What follows belongs to an exercise in optimizing a design on an open flow for small area, a short achievable clock period and few clock cycles; a production flow would make more cautious choices. No functional check of the RTL was part of this run. Power is estimated from default activity; no workload was simulated.

===== flow/config.mk =====
export PLATFORM = sky130hd
export DESIGN_NAME = slab_alloc_top
export DESIGN_NICKNAME = slab_alloc_top
export VERILOG_FILES = /design/flow/design.v
export SDC_FILE = /design/flow/constraint.sdc
export NUM_CORES = 4
export LEC_CHECK = 0
export CAP_MARGIN = 20
export CORE_MARGIN = 2
export CORE_UTILIZATION = 40
export CTS_BUF_LIST = sky130_fd_sc_hd__clkbuf_8
export CTS_CLUSTER_DIAMETER = 50
export CTS_CLUSTER_SIZE = 20
export SETUP_SLACK_MARGIN = 3.5
export SLEW_MARGIN = 20

===== flow/constraint.sdc =====
create_clock -name core_clock -period 6.0 [get_ports {clk}]
set_input_delay 1.2000 -clock core_clock [delete_from_list [all_inputs] [get_ports {clk}]]
set_output_delay 1.2000 -clock core_clock [all_outputs]
set_load 0.01 [all_outputs]

===== flow/run.sh =====
#!/bin/bash
# synth_recipe.tcl (not shown) runs the flow's synth.tcl, then flattens the netlist and writes it again
# the make line also repeats each setting of config.mk as NAME=value (left out here)
make -C /OpenROAD-flow-scripts/flow DESIGN_CONFIG=/design/flow/config.mk WORK_HOME=/design/flow/orfs CLKGATE_MAP_FILE= SYNTH_SCRIPT=/design/flow/synth_recipe.tcl finish

===== flow/design.v =====
`timescale 1ns/1ps
module slab_alloc_top (
    input  logic                    clk,
    input  logic                    rst,
    input  logic [15:0]             req_size,
    input  logic                    req_valid,
    output logic                    req_ready,
    output logic [32-1:0] malloc_pointer,
    output logic                    malloc_failed,
    output logic                    malloc_valid,
    input  logic                    malloc_ready,
    input  logic [32-1:0] free_pointer,
    input  logic [15:0]             free_size,
    input  logic                    free_valid,
    output logic                    free_ready,
    output logic                    error_overflow
);
    function automatic logic [4:1] size_class(input logic [9:0] s);
        logic nz;
        logic [4:1] le;      
        nz = s != 10'd0;
        le[1] = s[9:7] == 3'd0 && !(s[6] && s[5:0] != 6'd0);
        le[2] = s[9:8] == 2'd0 && !(s[7] && s[6:0] != 7'd0);
        le[3] = !s[9] && !(s[8] && s[7:0] != 8'd0);
        le[4] = !(s[9] && s[8:0] != 9'd0);
        size_class[1] = nz && le[1];
        size_class[2] = le[2] && !le[1];
        size_class[3] = le[3] && !le[2];
        size_class[4] = le[4] && !le[3];
    endfunction
    function automatic logic size_hz(input logic [15:0] s);
        size_hz = s[15:10] == 6'd0;
    endfunction
    logic [4:1] acls;
    logic [4:1] fcls;
    logic       acc_alloc;
    logic       acc_free;
    assign acls = size_class(req_size[9:0]);
    assign fcls = size_class(free_size[9:0]);
    assign acc_alloc = req_valid;
    assign acc_free = free_valid;
    assign req_ready = 1'b1;
    assign free_ready = 1'b1;
    logic [3:0] pg;
    logic       pg_avail;
    assign pg_avail = pg != 4'd10;
    logic [4:1] wr;
    logic [4:1] pop;
    logic [4:1] bg_set;
    logic [4:1] wr_v;            
    logic       hz_q;
    logic       ahz_q;       
    logic       mf_q;
    logic       ovf_q;
    logic       fhz_q;       
    logic       pg_take;
    logic [7:0] wr_data;
    logic [8:0] effm [1:4];      
    logic [4:1] ok;              
    logic [4:1] full;            
    logic [4:1] ne;              
    logic [4:1] a_push;          
    logic [4:1] a_page;          
    logic [8:0] ptr_q;
    logic [8:0] ptr_next;
    always_comb begin
        ptr_next = '0;
        for (int k = 1; k <= 4; k++)
            ptr_next = ptr_next | (acls[k] ? effm[k] : 9'd0);
    end
    always_ff @(posedge clk) begin
        if (rst) begin
            malloc_valid <= 1'b0;
            mf_q <= 1'b0;
            wr <= '0;
            pop <= '0;
            bg_set <= '0;
            pg_take <= 1'b0;
            ovf_q <= 1'b0;
        end else begin
            if (acc_alloc) begin
                malloc_valid <= 1'b1;
                mf_q <= (acls & ok) == '0;
            end else if (malloc_ready) begin
                malloc_valid <= 1'b0;
            end
            if (acc_alloc) begin
                wr <= acls & a_push;
                pop <= acls & ne;
                bg_set <= acls & a_push;
                pg_take <= (acls & a_page) != '0;
            end else begin
                wr <= acc_free ? (fcls & ~full) : 4'd0;
                pop <= '0;
                bg_set <= '0;
                pg_take <= 1'b0;
            end
            ovf_q <= acc_free && (fcls & full) != '0;
        end
    end
    always_ff @(posedge clk) begin
        if (acc_alloc) begin
            ptr_q <= ptr_next;
            ahz_q <= size_hz(req_size);
        end
        hz_q <= acc_alloc ? size_hz(req_size) : size_hz(free_size);
        fhz_q <= size_hz(free_size);
        wr_data <= free_pointer[13:6];
    end
    assign wr_v = wr & {4{hz_q}};
    assign malloc_pointer = {17'd0, ptr_q & {9{ahz_q}}, 6'd0};
    assign malloc_failed = mf_q || !ahz_q;
    assign error_overflow = ovf_q && fhz_q;
    always_ff @(posedge clk) begin
        if (rst)
            pg <= 4'd2;
        else if (pg_take && hz_q)
            pg <= pg + 1'b1;
    end
    function automatic logic [3:0] inc15(input logic [3:0] x);
        inc15 = x == 4'd14 ? 4'd0 : x + 1'b1;
    endfunction
    for (genvar k = 1; k <= 4; k++) begin : g_cls
        localparam int W = 9 - k;
        localparam int OW = 6 - k;
        logic [W-1:0] mem [15];
        logic [W-1:0] head_q;
        logic [3:0]   rd;
        logic [3:0]   wt;
        logic [4:0]   cnt;       
        logic         empty;     
        logic         one;       
        logic         bg_h;
        logic         bg_m;
        logic [3:0]   bg_s;
        logic         hasrem;
        logic [7:0]   a8;
        logic [W-1:0] wr_k;
        logic         to_ring;
        logic         head_ld;
        logic         head_wr;
        logic [7:0]   h_a8;
        logic [7:0]   w_a8;
        logic [7:0]   p_a8;
        logic [W-1:0] rest;      
        logic [W-1:0] wd;
        assign wr_k = wr_data[7:k-1];
        assign rest = {ptr_q[7:5], ptr_q[4:k-1] + 1'b1};
        assign wd = bg_set[k] ? rest : wr_k;
        assign h_a8 = 8'({head_q, {(k-1){1'b0}}});
        assign w_a8 = 8'({wr_k, {(k-1){1'b0}}});
        assign p_a8 = {pg[2:0], 5'd0};
        assign ne[k] = !empty || wr_v[k];
        assign full[k] = wr_v[k] ? cnt == 5'd15 : cnt[4];
        assign a8 = !empty ? h_a8 : wr_v[k] ? w_a8 : p_a8;
        assign ok[k] = ne[k] || pg_avail;
        assign effm[k] = ok[k] ? {a8[7:6] == 2'b00, a8} : 9'd0;
        assign hasrem = head_q[OW-1:0] != {OW{1'b1}};
        assign a_push[k] = ne[k] ? (bg_h && hasrem) : pg_avail;
        assign a_page[k] = !ne[k] && pg_avail;
        assign head_wr = empty || one;
        assign to_ring = wr[k] && !empty && !(one && pop[k]);
        assign head_ld = pop[k] || (wr[k] && empty);
        always_ff @(posedge clk) begin
            if (to_ring && hz_q)
                mem[wt] <= wd;
        end
        always_ff @(posedge clk) begin
            if (head_ld && hz_q)
                head_q <= head_wr ? wd : mem[rd];
        end
        always_ff @(posedge clk) begin
            if (rst) begin
                rd <= '0;
                wt <= '0;
                cnt <= '0;
                empty <= 1'b1;
                one <= 1'b0;
                bg_h <= 1'b0;
                bg_m <= 1'b0;
            end else if (hz_q) begin
                if (to_ring)
                    wt <= inc15(wt);
                if (pop[k] && !head_wr)
                    rd <= inc15(rd);
                if (wr[k] && !pop[k]) begin
                    cnt <= cnt + 1'b1;
                    empty <= 1'b0;
                    one <= empty;
                end else if (pop[k] && !wr[k]) begin
                    cnt <= cnt - 1'b1;
                    empty <= one;
                    one <= cnt == 5'd2;
                end
                if (head_ld)
                    bg_h <= head_wr ? bg_set[k] : (bg_m && bg_s == rd);
                if (to_ring && bg_set[k]) begin
                    bg_m <= 1'b1;
                    bg_s <= wt;
                end else if (head_ld && !head_wr && bg_s == rd) begin
                    bg_m <= 1'b0;
                end
            end
        end
    end
endmodule

==> results by group <==
Clocking
  – # hold bufs at CTS: 0
  – Clock latency (worst-skew pair): 0.69 ns
  – CTS Buf Count: 52
  – CTS tree: done
  – CTS sink count: 556
  – Clock transition at the registers of the reported paths: 0.10 ns
  – CTS H-Tree Depth: 2
  – CTS max path bufs: 3
  – CTS Root Cell: clkbuf_8

Placement
  – PortBufs: 56
  – Gpl congestion: 0.830
  – DP HPWL: 34800 µm
  – DP Worst Slack: 1.88 ns

Worst setup path
  – Worst r2r dst: ptr_q[8]
  – Worst reg2reg setup slack: 3.46 ns
  – Buffers & Inverters on Critical Path: 1
  – Critical R2R Launch: hz_q
  – Crit-path cells: buf_6 > or4_4 > or4_4 > mux2i_4 > or3_4 > nor3_2 > or4_1
  – Slowest cell delay on critical path: 0.56 ns
  – Worst path most repeated cell: or4_4
  – WP data required: 6.38 ns
  – WS Path Type: primary input to flip-flop
  – Max Fanout on Critical Path: 4
  – Worst setup EP type: flip-flop
  – WP depth: 7
  – R2R cell count: 8
  – Crit-path leading delay family: simple AND/OR/NAND/NOR gates
  – Slowest CP cell: or4_4
  – CP arrival: 3.29 ns
  – Startpoint Class: primary input

Synth
  – Mapped Area: 23600 µm²
  – Post-Synthesis Cells: 1616
  – Avg Inst Size Synth: 14.6 µm²
  – Synth top area share: 0.563
  – Register bit count reported by yosys: 556
  – Top cells by area, synth: edfxtp_1 (56%), mux4_2 (9.9%), dfxtp_1 (9.7%)
  – Synth unique cells: 65
  – Post-synth top area cell: edfxtp_1
  – Top_reg_cell synth: edfxtp_1
  – Ys Warns: 2
  – Number of synthesized flops with an enable pin: 442
  – Top post-synthesis cells by count: edfxtp_1 (442), nor2_1 (145), dfxtp_1 (114)
  – Async S/R FF share, synth: 0
  – Seq/Total Area, Yosys: 0.660
  – Most frequent cell after synthesis: edfxtp_1

Timing
  – Final worst slack: 3.09 ns
  – Period utilization: 0.485
  – Transition time of the tightest slew-check pin: 1.05 ns
  – Minimum clock period: 2.91 ns
  – Slew Limit Fails: 0
  – Setup TNS: 0 ns
  – Worst slew margin: 0.284
  – Unrepaired setup endpoints after global routing: yes
  – Final hold viol count: 0
  – Final setup viols: 0
  – Skew final: 0.0548 ns
  – Worst hold slack: 0.492 ns
  – Max Freq: 344 MHz

Routing
  – Iter 0 DRT Violations: 1202
  – DRC: 0
  – Post-route ant nets: 0
  – Vias: 13795
  – Vias per inst: 5.50
  – First drt pass iteration count: 6
  – Routed wire length per instance: 21.4 µm
  – Post-Route WL: 53800 µm

Global route
  – Vias in the first global route: 13486
  – Global route overflow: 0
  – Largest net degree at the start of global routing: 52
  – Initial antenna violation count: 2
  – Gr usage total: 0.176
  – First-pass GRT wire length: 81600 µm

Hold path
  – Sink of the worst hold path: malloc_valid
  – Tightest Hold Check Type: flip-flop to flip-flop
  – Hold wc startpoint: malloc_valid
  – Hold depth: 2

Job
  – Max Cap Viol: 0

Floorplan
  – Chip Width: 247 µm
  – IO Pins: 106
  – Num rows: 88
  – Initial Utilization: 0.406
  – Chip Height: 247 µm
  – Die area: 60900 µm²
  – Core area: 58000 µm²

Outcome
  – Status: no timing/DRC/antenna violations

Power
  – Leak pwr: 8.45 nW
  – Max IR drop VDD: 0.000187 V
  – PD cells: 258 nW/µm²
  – Pwr Total: 6.96 mW

Finish
  – P&R area growth vs syn: 14.4%
  – Layout cells sized above 1: 0.241
  – Final nets: 1794
==> registers in the layout, summed over array words and instances (netlist names), 8 cells and up, named ones only <==
signal,flops
ptr_q,9
g_cls.wt,16
g_cls.cnt,20
g_cls.rd,16
g_cls.head_q,26
g_cls.mem,390
g_cls.bg_s,16
wr_data,8
==> area by class of cell <==
| cell class | instances | area [µm²] |
|---|---|---|
| Antenna cell | 1 | 2.50 |
| Clock buffer | 55 | 757 |
| Clock inverter | 43 | 467 |
| Fill cell | 4958 | 31100 |
| Inverter | 34 | 128 |
| Multi-Input combinational cell | 947 | 8020 |
| Sequential cell | 556 | 15600 |
| Tap cell | 765 | 957 |
| Timing Repair Buffer | 109 | 1060 |
==> metrics by stage <==
stage,util,cell area (µm²),std cells
finish,0.465,27000,2510
floorplan,-,23700,1639
detailed placement,0.430,24900,2381
global route,0.465,27000,2510
global placement,0.430,24900,2381
CTS,0.460,26700,2505
==> repair_timing <==
action	CTS	global route
hold endpoints to repair	0	0
gates resized for setup	150	52
endpoints found under the setup margin	276	259
pin swaps	10	4
setup buffers	25	4
gates cloned	1	0
==> worst max-delay path by stage <==
stage	startpoint	end	slack, ns
final	req_size[1]	ptr_q[8]	3.09
after global routing	ahz_q	malloc_pointer[6]	3.08
after CTS	ahz_q	malloc_pointer[6]	3.08
after detailed placement	req_size[2]	ptr_q[5]	1.88
after global placement	req_size[2]	ptr_q[5]	1.88
after floorplan	req_size[2]	ptr_q[5]	2.60
==> power by group <==
group,internal [mW],switching (mW),leakage [nW],total [mW]
Sequential,4.16,0.0173,4.91,4.18
Clock,1.05,1.52,0.614,2.57
Combinational,0.0826,0.131,2.92,0.214
==> cell usage in the layout, fill, tap and decap left out, types with 8 or more instances in the layout <==
cell,instances
a211oi_1,13
a21o_1,10
a21oi_1,74
a311oi_1,15
a31oi_1,13
and2_4,9
and3_1,10
buf_4,41
buf_6,17
clkbuf_8,55
clkdlybuf4s50_1,33
conb_1,25
dfxtp_1,105
edfxtp_1,442
ha_1,20
inv_1,36
inv_8,8
mux2_2,39
mux2i_1,35
mux4_2,104
nand2_1,112
nand2b_1,20
nand3_1,26
nand4_1,11
nor2_1,114
nor2_2,16
nor2_4,15
nor2b_1,19
nor3_1,17
o21ai_0,59
or3_1,10
xnor2_1,20
xor2_1,21
==> metal layers <==
metal | share of wire | global-route usage | vias to the layer above
met5 | 0 | 0 | -
met4 | 0.027 | 0.0583 | 0
met3 | 0.055 | 0.0257 | 95
met2 | 0.47 | 0.281 | 396
met1 | 0.45 | 0.249 | 7016
li1 | - | - | 6288
==> worst reg2reg max path, cell delays in order (launching register included) <==
cell and delay [ns]:
dfxtp_1 0.38, buf_12 0.21, inv_1 0.12, buf_4 0.21, nor2_1 0.39, nand2_1 0.10
a31oi_1 0.25, nor3_1 0.08, or4_1 0.52
==> kinds of logic (layout without fill, tap and decap cells) <==
group | after synthesis | after routing | synth area share
muxes | 183 | 183 | 0.135
adders and majority gates | 25 | 25 | 0.0145
other | 2 | 26 | 0.000319
xor gates and xnor gates | 41 | 41 | 0.0152
and+or+nand+nor | 443 | 443 | 0.0896
buffers and inverters | 136 | 241 | 0.0263
DFF | 556 | 556 | 0.660
AOI/OAI and AO/OA | 230 | 230 | 0.0592

[afterwards: timing with drivers on the ports]
The flow's constraints put no driver on any port. The routed layout listed below was extracted and timed again, unchanged, in two steps. Step 1: set_driving_cell puts a clkbuf_16 on clk and a buf_2 on each other input, an assumption about the parent block. Step 2 times the ports against the registers' clock, not the clock port: input delays grow and output delays shrink by t, the midpoint of the rising clock arrivals with the driver on. Three values: ideal, step 1, step 2; two values: the first two.
t, ns: 0.724
setup slack, ns: 3.092 / 3.073 / 2.395
worst hold slack (ns): 0.492 / 0.492 / 0.492
latest minus earliest clock arrival (ns): 0.056 / 0.056
worst data-port slew with drivers (ns): 0.09
After both steps this run still meets setup and hold. The setup slack of this run moves by -0.019 ns with the drivers and by -0.697 ns with both steps.
